Source: an optimization exercise on an open RTL-to-GDS flow (aim: small area and a short achievable clock period). Production flows keep margins and buffers that such runs may drop. In this exercise RTL edits were held to simulation tests only and were not proved equivalent to the original. Power is estimated from default activity; no workload was simulated.

==> flow/design.v <==
module ram_pipe (
    input  logic        clk,
    input  logic        rst,
    input  logic        req_valid,
    output logic        req_ready,
    input  logic        req_we,
    input  logic [7:0]  req_addr,
    input  logic [15:0] req_wdata,
    output logic        rsp_valid,
    output logic [15:0] rsp_rdata,
    input  logic        clr_start,
    output logic        busy
);
    logic       busy_q, ready_q;
    logic [7:0] clr_q;
    logic       busy_d;
    logic       accept;
    assign accept = req_valid & ready_q;
    always_comb begin
        if (busy_q) busy_d = (clr_q != 8'hff);
        else        busy_d = clr_start;
    end
    always_ff @(posedge clk) begin
        if (!rst) begin
            busy_q  <= 1'b1;
            ready_q <= 1'b0;
            clr_q   <= '0;
        end else begin
            busy_q  <= busy_d;
            ready_q <= ~busy_d;
            clr_q   <= clr_q + {7'd0, busy_q};
        end
    end
    assign req_ready = ready_q;
    assign busy      = busy_q;
    logic ph_q;
    always_ff @(posedge clk) begin
        if (!rst) ph_q <= 1'b0;
        else      ph_q <= ~ph_q;
    end
    logic [7:0]  wa;
    logic        w_en;
    logic [15:0] wlo_q, whi_q;      
    logic [15:0] wlo_n_q, whi_n_q;  
    logic [15:0] wdx_q;             
    assign wa   = busy_q ? clr_q : req_addr;
    assign w_en = rst & (busy_q | (accept & req_we));
    always_ff @(posedge clk) begin
        for (int i = 0; i < 16; i++) begin
            wlo_q[i]   <= w_en & (wa[3:0] == i[3:0]);
            whi_q[i]   <= (wa[7:4] == i[3:0]);
            wlo_n_q[i] <= ~(w_en & (wa[3:0] == i[3:0]));
            whi_n_q[i] <= ~(wa[7:4] == i[3:0]);
        end
        if (w_en) wdx_q <= (busy_q ? 16'h0000 : req_wdata) ^ {16{~ph_q}};
    end
    logic [15:0]  mem [256];
    logic [255:0] wsel, whold;
    always_comb begin
        for (int w = 0; w < 256; w++) begin
            wsel[w]  = ~(wlo_n_q[w % 16] | whi_n_q[w / 16]);
            whold[w] = ~(wlo_q[w % 16] & whi_q[w / 16]);
        end
    end
    always_ff @(posedge clk) begin
        for (int w = 0; w < 256; w++) begin
            mem[w] <= ~((mem[w] | {16{wsel[w]}}) & (wdx_q | {16{whold[w]}}));
        end
    end
    logic [15:0]   dlo;     
    logic [15:0]   dhi;     
    logic [4095:0] mem_flat;
    logic [127:0]  cand_flat;
    logic [15:0]   cand [8];
    logic          hit;
    always_comb begin
        for (int i = 0; i < 16; i++) begin
            dlo[i] = (req_addr[3:0] == i[3:0]);
            dhi[i] = (req_addr[7:4] == i[3:0]);
        end
        for (int w = 0; w < 256; w++) mem_flat[w * 16 +: 16] = mem[w];
        for (int j = 0; j < 8; j++) cand[j] = cand_flat[j * 16 +: 16];
        hit = (|(wlo_q & dlo)) & (|(whi_q & dhi));
    end
    for (genvar j = 0; j < 8; j++) begin : g_rdsel
        logic [31:0] sel;
        ram_pipe_rddec u_rddec (
            .addr (req_addr[4:0]),
            .sel  (sel)
        );
        ram_pipe_rdsel u_rdsel (
            .mem  (mem_flat[j * 512 +: 512]),
            .sel  (sel),
            .cand (cand_flat[j * 16 +: 16])
        );
    end
    logic [15:0] cand_q [8];
    logic [7:0]  csel_q;
    logic        hit_q;
    logic        v1_q, v2_q;
    logic [15:0] dat_q;
    logic [15:0] rd;
    always_ff @(posedge clk) begin
        for (int j = 0; j < 8; j++) begin
            cand_q[j] <= cand[j];
            csel_q[j] <= (req_addr[7:5] == j[2:0]);
        end
        hit_q <= hit;
    end
    always_comb begin
        rd = '0;
        for (int j = 0; j < 8; j++) rd = rd | (cand_q[j] & {16{csel_q[j]}});
        if (hit_q) rd = wdx_q;
        rd = rd ^ {16{~ph_q}};
    end
    always_ff @(posedge clk) begin
        if (!rst) begin
            v1_q  <= 1'b0;
            v2_q  <= 1'b0;
            dat_q <= '0;
        end else begin
            v1_q <= accept & ~req_we;
            v2_q <= v1_q;
            if (v1_q) dat_q <= rd;
        end
    end
    assign rsp_valid = v2_q;
    assign rsp_rdata = dat_q;
endmodule
module ram_pipe_rddec (
    input  logic [4:0]  addr,
    output logic [31:0] sel
);
    always_comb begin
        for (int i = 0; i < 32; i++) sel[i] = (addr == i[4:0]);
    end
endmodule
module ram_pipe_rdsel (
    input  logic [511:0] mem,
    input  logic [31:0]  sel,
    output logic [15:0]  cand
);
    always_comb begin
        cand = '0;
        for (int i = 0; i < 32; i++) begin
            cand = cand | (mem[i * 16 +: 16] & {16{sel[i]}});
        end
    end
endmodule
clock: 4.0 ns
lec_check: 0
abc_clock_period_in_ps: 2000
cap_margin: 20
core_margin: 2
core_utilization: 70
cts_cluster_diameter: 55
cts_cluster_size: 25
place_density: 0.75
setup_slack_margin: 2.0
slew_margin: 30
synth_hierarchical: 1
synth_minimum_keep_size: 0
run.sh (not shown) runs the stock make flow with config.mk's settings and CLKGATE_MAP_FILE= SYNTH_SCRIPT=/design/flow/synth_recipe.tcl, a recipe that flattens the netlist after the stock synthesis.
The first run finished with timing, DRC and antenna clean.
Rerun with:
--- a/flow/config.mk
+++ b/flow/config.mk
@@ -11,6 +11,6 @@
 export CORE_UTILIZATION = 70
-export CTS_CLUSTER_DIAMETER = 55
-export CTS_CLUSTER_SIZE = 25
+export CTS_CLUSTER_DIAMETER = 60
+export CTS_CLUSTER_SIZE = 30
 export PLACE_DENSITY = 0.75
-export SETUP_SLACK_MARGIN = 2.0
+export SETUP_SLACK_MARGIN = 1.9
 export SLEW_MARGIN = 30
After rerunning:
- power shrinks by 2.8%
- non-clock buffer count drops by 154
- synthesized cell count does not change
- register-to-register slack is worse by 0.06 ns
- die area is unchanged
- worst hold slack gets worse by 0.032 ns
- sequential cell count does not change
- critical path depth grows by 1
- utilization went down by 1.7 points
- routed wire length came out lower by 1.4%

* * *

## main
Starts from the design.v that is shown in full above.
Settings: LEC_CHECK=0, ABC_CLOCK_PERIOD_IN_PS=2000, CAP_MARGIN=20, CORE_MARGIN=2, CORE_UTILIZATION=60, CTS_CLUSTER_DIAMETER=55, CTS_CLUSTER_SIZE=25, SETUP_SLACK_MARGIN=2.2, SLEW_MARGIN=30, SYNTH_HIERARCHICAL=1, SYNTH_MINIMUM_KEEP_SIZE=0; clock period 4.0 ns.
Modified inputs, the feature branch compared to main
Settings: PLACE_DENSITY newly set to 0.72; CORE_UTILIZATION changed from 60 to 65; CTS_CLUSTER_DIAMETER changed from 55 to 60; CTS_CLUSTER_SIZE changed from 25 to 30; SETUP_SLACK_MARGIN changed from 2.2 to 2.1.
==> run summary <==
- Of the two values seen for highest-delay cell along the critical path, sky130_fd_sc_hd__or4_1 was produced by the feature branch and sky130_fd_sc_hd__dfxtp_4 by main.
- Between main and the feature branch, the flow reports area of the die decreasing by a little under 10%.
- Delta (the feature branch minus main): total via count in the routed design shows a reduction of 1,697; combinational cell fraction of total power shows an increase of 0.2 points; final area shows a reduction of 3.7%; worst-case setup margin in the final layout shows an increase of 0.042 ns.

-- re-timing with driven ports --
How much do the figures lean on ideal ports? The routed layouts below were timed once more, with nothing changed but the port constraints.
Step 1 assumes that a clkbuf_16 drives the clock port and a buf_2 every other input.
Step 2 also shifts input and output timing later by t, the mid clock arrival at the registers, as if the neighbouring blocks saw the same clock.
Three values: ideal ports, drivers, drivers and shift; two values: the first two.
run	t (ns)	slack for setup (ns)	worst setup path after step 2	worst data-port slew with drivers (ns)
the first run of note 1	1.016	1.609 / 1.319 / 0.302	input to register	0.45
the second run of note 1	1.017	1.579 / 1.354 / 0.337	input to register	0.50
main	1.076	1.616 / 1.455 / 0.379	input to register	0.42
the feature branch	1.022	1.658 / 1.406 / 0.384	input to register	0.45
After both steps every run listed still meets setup and hold. The setup slack of the first run of note 1, which loses most, moves by -0.290 ns with the drivers and by -1.307 ns with both steps.
